From an optimization exercise on the open Yosys and OpenROAD flow, aimed at small area; shortcuts taken in it are not production practice. Function was checked by simulation only, so behaviour that the tests miss may differ from the original. The flow treats the clock pin as an ideal source, which a real chip does not have. Power figures rest on the tool's default switching activity, not on a simulated workload.

Design invaders_top, start of the top module:
module invaders_top #(
  parameter int MOVE_DIV   = 64,
  parameter int BULLET_DIV = 4,
  parameter int MARCH_DIV  = 256
) (
  input  logic              clk,
  input  logic              rst_n,
  input  logic              i_right,
  input  logic              i_left,
  input  logic              i_fire,
  input  logic              i_restart,
  output logic              o_hsync,
  output logic              o_vsync,
  output logic              o_red,
  output logic              o_green,
  output logic              o_blue,
  output space_pkg::score_t o_score,
  output logic              o_won
);
export LEC_CHECK = 0
export ABC_AREA = 1
export CAP_MARGIN = 20
export CORE_MARGIN = 2
export CORE_UTILIZATION = 40
export CTS_BUF_LIST = sky130_fd_sc_hd__clkbuf_8
export CTS_CLUSTER_DIAMETER = 150
export CTS_CLUSTER_SIZE = 40
export SLEW_MARGIN = 20
create_clock -name core_clock -period 20.0 [get_ports {clk}]
run.sh (not shown) runs the stock make flow with config.mk's settings and CLKGATE_MAP_FILE= SYNTH_SCRIPT=/design/flow/synth_recipe.tcl, a recipe that flattens the netlist after the stock synthesis.
Edit:
==> flow/flow/run.sh (new file) <==
#!/bin/bash
# Own layout flow: the standard flow, with two changes.
#  1. Synthesis runs the standard synthesis script unchanged, except that
#     the final ABC mapping uses an area-oriented script (abc_area.script in
#     this folder: three rounds of choice computation and area-recovery
#     mapping), and adders are left to ABC instead of being extracted into
#     full/half-adder cells first (ADDER_MAP_FILE empty).
#     Registers are mapped before ABC, so they are the standard synthesis's.
#  2. Ports are buffered with sky130_fd_sc_hd__buf_1 instead of the default
#     buffer cell.
# Every tool's output goes to a log file in the work folder.
set -euo pipefail
W=$PWD
rm -rf "$W/scripts_abc"
cp -r "$FLOW_HOME/scripts" "$W/scripts_abc"
cp "$W/flow/abc_area.script" "$W/scripts_abc/abc_area.script"
bash standard.sh "SCRIPTS_DIR=$W/scripts_abc" "ADDER_MAP_FILE=" synth > "$W/flow_synth.log" 2>&1
bash standard.sh "BUFFER_PORTS_ARGS=-buffer_cell sky130_fd_sc_hd__buf_1" finish > "$W/flow_layout.log" 2>&1
test -s "$W/out/final.def"
==> flow/flow/abc_area.script (new file) <==
strash
dch -f
map -a
strash
dch -f
map -a
strash
dch -f
map -a
topo
==> flow/standard.sh (new file) <==
#!/bin/bash
# synth_recipe.tcl (not shown) runs the flow's synth.tcl, then flattens the netlist and writes it again
# the make line also repeats each setting of config.mk as NAME=value (left out here)
make -C /OpenROAD-flow-scripts/flow DESIGN_CONFIG=/design/flow/config.mk WORK_HOME=/design/flow/orfs CLKGATE_MAP_FILE= SYNTH_SCRIPT=/design/flow/synth_recipe.tcl "${@:-finish}"
removed: flow/run.sh
What happened: The new run produced a clean layout. Total power falls by 11%. Hold slack got worse by 0.0034 ns. Final cell count falls by 3.4%. Utilization rises by 0.48 points. Maximum frequency rises by 14%. Area after synthesis falls by 12%. Non-clock buffer count falls by 9. Routed wire length falls by 3.2%. Clock power rises by about 4%.
Edit:
==> flow/flow/run.sh (replaced) <==
#!/bin/bash
# Own layout flow: the standard flow, with two changes.
#  1. Synthesis runs the standard synthesis script unchanged, except that
#     the final ABC mapping uses an area-oriented script (abc_area.script in
#     this folder: two rounds of choice computation and area-recovery mapping).
#     Registers are mapped before ABC, so they are the standard synthesis's.
#  2. Ports are buffered with sky130_fd_sc_hd__buf_1 instead of the default
#     buffer cell.
# Every tool's output goes to a log file in the work folder.
set -euo pipefail
W=$PWD
rm -rf "$W/scripts_abc"
cp -r "$FLOW_HOME/scripts" "$W/scripts_abc"
cp "$W/flow/abc_area.script" "$W/scripts_abc/abc_area.script"
bash standard.sh "SCRIPTS_DIR=$W/scripts_abc" synth > "$W/flow_synth.log" 2>&1
bash standard.sh "BUFFER_PORTS_ARGS=-buffer_cell sky130_fd_sc_hd__buf_1" finish > "$W/flow_layout.log" 2>&1
test -s "$W/out/final.def"
==> flow/flow/abc_area.script (replaced) <==
strash
dch -f
map -a
strash
dch -f
map -a
topo
Power came out higher by 12%.
Clock skew climbs by 0.0055 ns.
Clock-buffer cell count went up by 1.
Die area is higher by about 7%.
Non-clock buffer count rises by 7.
Wire length increases by 0.50%.
Clock power increases by about 7%.

---

Another version of the RTL of invaders_top (not shown whole).
Size: about 1,400 cells after synthesis, ~140 flip-flops, roughly 0.0093 sq mm of cells after synthesis.
Design invaders_top, start of the top module:
module invaders_top #(
  parameter int MOVE_DIV   = 64,
  parameter int BULLET_DIV = 4,
  parameter int MARCH_DIV  = 256
) (
  input  logic              clk,
  input  logic              rst_n,
  input  logic              i_right,
  input  logic              i_left,
  input  logic              i_fire,
  input  logic              i_restart,
  output logic              o_hsync,
  output logic              o_vsync,
  output logic              o_red,
  output logic              o_green,
  output logic              o_blue,
  output space_pkg::score_t o_score,
  output logic              o_won
);
export LEC_CHECK = 0
export ABC_AREA = 1
export CAP_MARGIN = 20
export CORE_MARGIN = 2
export CORE_UTILIZATION = 40
export CTS_BUF_LIST = sky130_fd_sc_hd__clkbuf_8
export CTS_CLUSTER_DIAMETER = 150
export CTS_CLUSTER_SIZE = 40
export SLEW_MARGIN = 20
create_clock -name core_clock -period 20.0 [get_ports {clk}]
standard.sh (not shown) runs the stock make flow with config.mk's settings and CLKGATE_MAP_FILE= SYNTH_SCRIPT=/design/flow/synth_recipe.tcl, a recipe that flattens the netlist after the stock synthesis.
==> flow/flow/run.sh <==
#!/bin/bash
# Own layout flow: the standard flow, with three changes.
#  1. Synthesis runs the standard synthesis script unchanged, except that
#     the final ABC mapping uses an area-oriented script (abc_area.script in
#     this folder: three rounds of choice computation and area-recovery
#     mapping), and adders are left to ABC instead of being extracted into
#     full/half-adder cells first (ADDER_MAP_FILE empty).
#     Registers are mapped before ABC, so they are the standard synthesis's.
#  2. Ports are buffered with sky130_fd_sc_hd__buf_1 instead of the default
#     buffer cell.
#  3. The clock's registers are split into six groups by position, each
#     driven by one sky130_fd_sc_hd__buf_12 (manual_cts.tcl, run as the
#     hook before CTS); CTS then builds the tree from the clock port to those
#     buffers from sky130_fd_sc_hd__clkbuf_4, without dummy loads.
# Every tool's output goes to a log file in the work folder.
set -euo pipefail
W=$PWD
rm -rf "$W/scripts_abc"
cp -r "$FLOW_HOME/scripts" "$W/scripts_abc"
cp "$W/flow/abc_area.script" "$W/scripts_abc/abc_area.script"
bash standard.sh "SCRIPTS_DIR=$W/scripts_abc" "ADDER_MAP_FILE=" synth > "$W/flow_synth.log" 2>&1
bash standard.sh "BUFFER_PORTS_ARGS=-buffer_cell sky130_fd_sc_hd__buf_1" \
  "PRE_CTS_TCL=$W/flow/manual_cts.tcl" \
  "CTS_ARGS=-sink_clustering_enable -repair_clock_nets -clk_nets clk -buf_list sky130_fd_sc_hd__clkbuf_4 -dont_use_dummy_load" \
  finish > "$W/flow_layout.log" 2>&1
test -s "$W/out/final.def"
==> flow/flow/manual_cts.tcl <==
# Hook run before clock tree synthesis: split the clock's register sinks into
# 2 x 3 groups by position (halves in x, thirds in y within each half) and
# drive each group from its own sky130_fd_sc_hd__buf_12, placed at the
# group's centre. Every group gets the same buffer and a similar load, so the
# clock arrives at all registers at about the same time. CTS then builds the
# tree from the clock port to these six buffers, and detailed placement
# legalizes them.
set block [ord::get_db_block]
set db [ord::get_db]
set clk_net [$block findNet clk]
set master [$db findMaster sky130_fd_sc_hd__buf_12]
set pts {}
foreach it [$clk_net getITerms] {
  set inst [$it getInst]
  set bb [$inst getBBox]
  lappend pts [list [expr {([$bb xMin] + [$bb xMax]) / 2}] [expr {([$bb yMin] + [$bb yMax]) / 2}] $it]
}
set n [llength $pts]
set byx [lsort -integer -index 0 $pts]
set gx 2
set gy 3
set groups {}
for {set i 0} {$i < $gx} {incr i} {
  set part [lrange $byx [expr {$i * $n / $gx}] [expr {($i + 1) * $n / $gx - 1}]]
  set byy [lsort -integer -index 1 $part]
  set m [llength $byy]
  for {set j 0} {$j < $gy} {incr j} {
    lappend groups [lrange $byy [expr {$j * $m / $gy}] [expr {($j + 1) * $m / $gy - 1}]]
  }
}
set g 0
foreach grp $groups {
  set sx 0; set sy 0
  foreach p $grp { incr sx [lindex $p 0]; incr sy [lindex $p 1] }
  set cx [expr {$sx / [llength $grp]}]
  set cy [expr {$sy / [llength $grp]}]
  set buf [odb::dbInst_create $block $master "clkbuf_manual_$g"]
  set net [odb::dbNet_create $block "clk_manual_$g"]
  $net setSigType CLOCK
  [$buf findITerm A] connect $clk_net
  [$buf findITerm X] connect $net
  foreach p $grp {
    set it [lindex $p 2]
    $it disconnect
    $it connect $net
  }
  $buf setLocation $cx $cy
  $buf setPlacementStatus PLACED
  puts "manual clock buffer $g: [llength $grp] sinks at $cx $cy"
  incr g
}
Other scripts of this flow, unchanged in this note and not shown: flow/flow/abc_area.script
The starting point produced a clean layout.
Next try:
--- a/flow/flow/run.sh
+++ b/flow/flow/run.sh
@@ -11,3 +11,3 @@
 #  3. The clock's registers are split into six groups by position, each
-#     driven by one sky130_fd_sc_hd__buf_12 (manual_cts.tcl, run as the
+#     driven by one sky130_fd_sc_hd__clkbuf_16 (manual_cts.tcl, run as the
 #     hook before CTS); CTS then builds the tree from the clock port to those
--- a/flow/flow/manual_cts.tcl
+++ b/flow/flow/manual_cts.tcl
@@ -2,3 +2,3 @@
 # 2 x 3 groups by position (halves in x, thirds in y within each half) and
-# drive each group from its own sky130_fd_sc_hd__buf_12, placed at the
+# drive each group from its own sky130_fd_sc_hd__clkbuf_16, placed at the
 # group's centre. Every group gets the same buffer and a similar load, so the
@@ -10,3 +10,3 @@
 set clk_net [$block findNet clk]
-set master [$db findMaster sky130_fd_sc_hd__buf_12]
+set master [$db findMaster sky130_fd_sc_hd__clkbuf_16]
 set pts {}
What happened: The changed run finished clean. Register-to-register slack gets worse by 0.02 ns. Setup slack gets worse by 0.023 ns. Critical path depth does not change. Die area stays the same. Clock power came out higher by about 4%. Utilization came out higher by 0.13 points. Via count hardly moves. Fmax came out lower by 0.33%. Wire length came out higher by 0.31%. Sequential power hardly moves. Power came out higher by 1.3%.

==> separate check: timing with driven ports <==
No port has a modelled driver above. Below, the same layouts with a new extraction and two added sets of constraints. Step 1 (the two cells are an assumption about what drives the block):
set clk [get_ports {clk}]
set_driving_cell -lib_cell sky130_fd_sc_hd__clkbuf_16 $clk
set_driving_cell -lib_cell sky130_fd_sc_hd__buf_2 [delete_from_list [all_inputs] $clk]
Step 2 times the ports against the registers' clock, not the clock port: input delays grow and output delays shrink by t, the midpoint of the rising clock arrivals with the driver on. a / b / c = no drivers / after step 1 / after step 2; a / b = the first two.
run | t, ns | slack for setup (ns) | worst setup path after step 2 | worst slew at a driven data input, ns
the first run of note 1 | 0.508 | 11.950 / 11.907 / 12.415 | register to output | 0.03
the second run of note 1 | 0.513 | 12.965 / 12.921 / 12.575 | input to register | 0.03
the third run of note 1 | 0.514 | 11.846 / 11.846 / 11.846 | register to register | 0.03
the first run of note 2 | 0.584 | 12.996 / 12.996 / 12.996 | register to register | 0.03
the second run of note 2 | 0.613 | 12.973 / 12.973 / 12.973 | register to register | 0.03
After both steps setup and hold are still met in every run listed. The setup slack of the second run of note 1, which loses most, moves by -0.044 ns with the drivers and by -0.390 ns with both steps.
